Source: an optimization exercise on an open RTL-to-GDS flow (aim: small area). Production flows keep margins and buffers that such runs may drop. Only simulation tests tie the RTL to the original design; equivalence was not proved. Power and IR drop assume default switching activity.

job 101:
==> flow/design.v (excerpt) <==
module regfile_sb
#(
    parameter  int XLEN   = rf_pkg::XLEN_DEF,
    parameter  int NREGS  = rf_pkg::NREGS_DEF,
    parameter  int NRD    = 2,
    parameter  int BYPASS = 1,
    localparam int AW     = $clog2(NREGS)
) (
    input  logic                clk,
    input  logic                rst_n,
    input  logic [NRD*AW-1:0]   rd_addr,
    output logic [NRD*XLEN-1:0] rd_data,
    output logic [NRD-1:0]      rd_busy,
    input  logic                we,
    input  logic [AW-1:0]       wa,
    input  logic [XLEN-1:0]     din,
    input  logic                iss_valid,
    input  logic [AW-1:0]       iss_rd,
    input  logic                flush,
    output logic [NREGS-1:0]    busy_vec
);
    localparam int NSRC = NREGS;
    localparam int NG3  = NSRC / 3;
        localparam int NLO  = 4;
    localparam int NHI  = NREGS / NLO;
    logic [NREGS-1:0] w_busy;
    logic [NREGS-1:0] w_wsel;      
    logic [NREGS-1:0] w_wkeep;     
    logic [NREGS-1:0] r_valid;     
    logic [XLEN-1:0]  r_q [NREGS];
    logic [NLO-1:0]   w_wlo;
    logic [NHI-1:0]   w_whi;
    always_comb begin
        for (int j = 0; j < NLO; j++) begin
            w_wlo[j] = we && (wa % NLO == j);
        end
        for (int j = 0; j < NHI; j++) begin
            w_whi[j] = (wa / NLO == j);
        end
        for (int i = 0; i < NREGS; i++) begin
            w_wsel[i]  = (i != 0) && w_wlo[i % NLO] && w_whi[i / NLO];
            w_wkeep[i] = !w_wsel[i];
        end
    end
    always_ff @(posedge clk or negedge rst_n) begin
        if (!rst_n) begin
            r_valid <= '0;
        end else begin
  ...
export LEC_CHECK = 0
export CAP_MARGIN = 20
export CORE_MARGIN = 2
export CORE_UTILIZATION = 45
export SETUP_SLACK_MARGIN = 0.2
export SLEW_MARGIN = 20
export SYNTH_HIERARCHICAL = 1
export SYNTH_MINIMUM_KEEP_SIZE = 0
create_clock -name core_clock -period 6.0 [get_ports {clk}]
standard.sh (not shown) runs the stock make flow with config.mk's settings and CLKGATE_MAP_FILE= SYNTH_SCRIPT=/design/flow/synth_recipe.tcl, a recipe that flattens the netlist after the stock synthesis.
==> flow/flow/run.sh <==
#!/bin/bash
# Standard layout (the standard.sh) with these changes: the floorplan step
# removes synthesis buffers instead of running an early timing repair on the
# unplaced netlist; ports are buffered with buf_2 instead of the flow's default
# delay buffer; and the clock tree is built from clkbuf_8 cells in clusters of
# up to 16 sinks, without dummy loads. Each tool's full output goes to its own
# log under orfs/logs; make's output goes to make.log in this folder.
set -euo pipefail
export BUFFER_PORTS_ARGS="-buffer_cell sky130_fd_sc_hd__buf_2"
export CTS_ARGS="-sink_clustering_enable -repair_clock_nets -dont_use_dummy_load -sink_clustering_size 16 -sink_clustering_max_diameter 80 -buf_list {sky130_fd_sc_hd__clkbuf_8}"
bash standard.sh REMOVE_ABC_BUFFERS=1 finish > make.log 2>&1
No stage failed in job 101, and the final checks on the layout all came back clean.
#### Input delta (job 102 over job 101)
==> flow/flow/run.sh <==
#!/bin/bash
# Standard layout (the standard.sh) with two changes: ports are buffered
# with buf_2 instead of the flow's default delay buffer, and the clock tree is
# built from clkbuf_8 cells in clusters of up to 16 sinks, without dummy
# loads. Each tool's full output goes to its own log under orfs/logs; make's
# output goes to make.log in this folder.
set -euo pipefail
export BUFFER_PORTS_ARGS="-buffer_cell sky130_fd_sc_hd__buf_2"
export CTS_ARGS="-sink_clustering_enable -repair_clock_nets -dont_use_dummy_load -sink_clustering_size 16 -sink_clustering_max_diameter 80 -buf_list {sky130_fd_sc_hd__clkbuf_8}"
bash standard.sh > make.log 2>&1
Findings:
On synthesized cell count, job 101 and job 102 are basically level.
Job 102 finished end to end and its layout was clean on timing, DRC and antenna.
Job 102 ends up with a routing usage on met2 that is 1.4 points higher than in job 101.
Per the comparison of job 102 with job 101, switching power shows an increase of about 0.9%, part of the total power dissipated in sequential elements shows no meaningful change, relative contribution of the clock network to total power shows a reduction of 0.3 points.
The data required time at the worst endpoint of job 101 and that of job 102 are within noise of each other.
Relative to job 101, total global routing track utilization has decreased by 1.2 points in job 102.
Re number of standard cells in the final layout excluding fillers: job 101 was lower than job 102.
Wire: job 102 routes less than job 101
Summary — synthesis-to-finish area growth, job 102 relative to job 101: higher, by 1.3 points.
The number of fill cells in the layout on job 102 is in line with that on job 101.
What job 103 does differently from job 102 at the input level:
- changing SETUP_SLACK_MARGIN from 0.2 to 0.4
- changing CORE_UTILIZATION from 45 to 40
==> flow/run.sh (new file) <==
#!/bin/bash
# synth_recipe.tcl (not shown) runs the flow's synth.tcl, then flattens the netlist and writes it again
# the make line also repeats each setting of config.mk as NAME=value (left out here)
make -C /OpenROAD-flow-scripts/flow DESIGN_CONFIG=/design/flow/config.mk WORK_HOME=/design/flow/orfs CLKGATE_MAP_FILE= SYNTH_SCRIPT=/design/flow/synth_recipe.tcl finish
removed: flow/flow/run.sh
removed: flow/standard.sh
Job 103 was carried through to the last stage, and its layout satisfied the timing, design-rule and antenna checks.
The count of plain and timing-repair buffers in the layout in job 103 is 1.9 times that in job 102.
Job 103 vs. job 102: post-synthesis average cell area held, sequential share of layout area went down 6.4 points.

port drivers added, routing unchanged:
How much do the figures lean on ideal ports? The routed layouts below were timed once more, with nothing changed but the port constraints.
Step 1: set_driving_cell puts a clkbuf_16 on clk and a buf_2 on each other input, an assumption about the parent block.
Step 2 also shifts input and output timing later by t, the mid clock arrival at the registers, as if the neighbouring blocks saw the same clock.
Slacks: ideal ports / drivers / drivers and shift; pairs: ideal ports / drivers.
| run | shift t [ns] | setup WS [ns] | worst setup path after step 2 | worst data-port slew with drivers (ns) | cell pins on the clock port's net |
|---|---|---|---|---|---|
| job 101 | 0.791 | 0.127 / 0.107 / 0.107 | input to output | 0.13 | 1 |
| job 102 | 0.802 | 0.138 / 0.119 / 0.119 | input to output | 0.07 | 1 |
| job 103 | 0.798 | 0.300 / 0.269 / 0.269 | input to output | 0.09 | 1 |
After both steps every run listed still meets setup and hold. For job 103, which loses most, drivers alone change the setup slack by -0.031 ns; drivers and shift together by -0.031 ns.
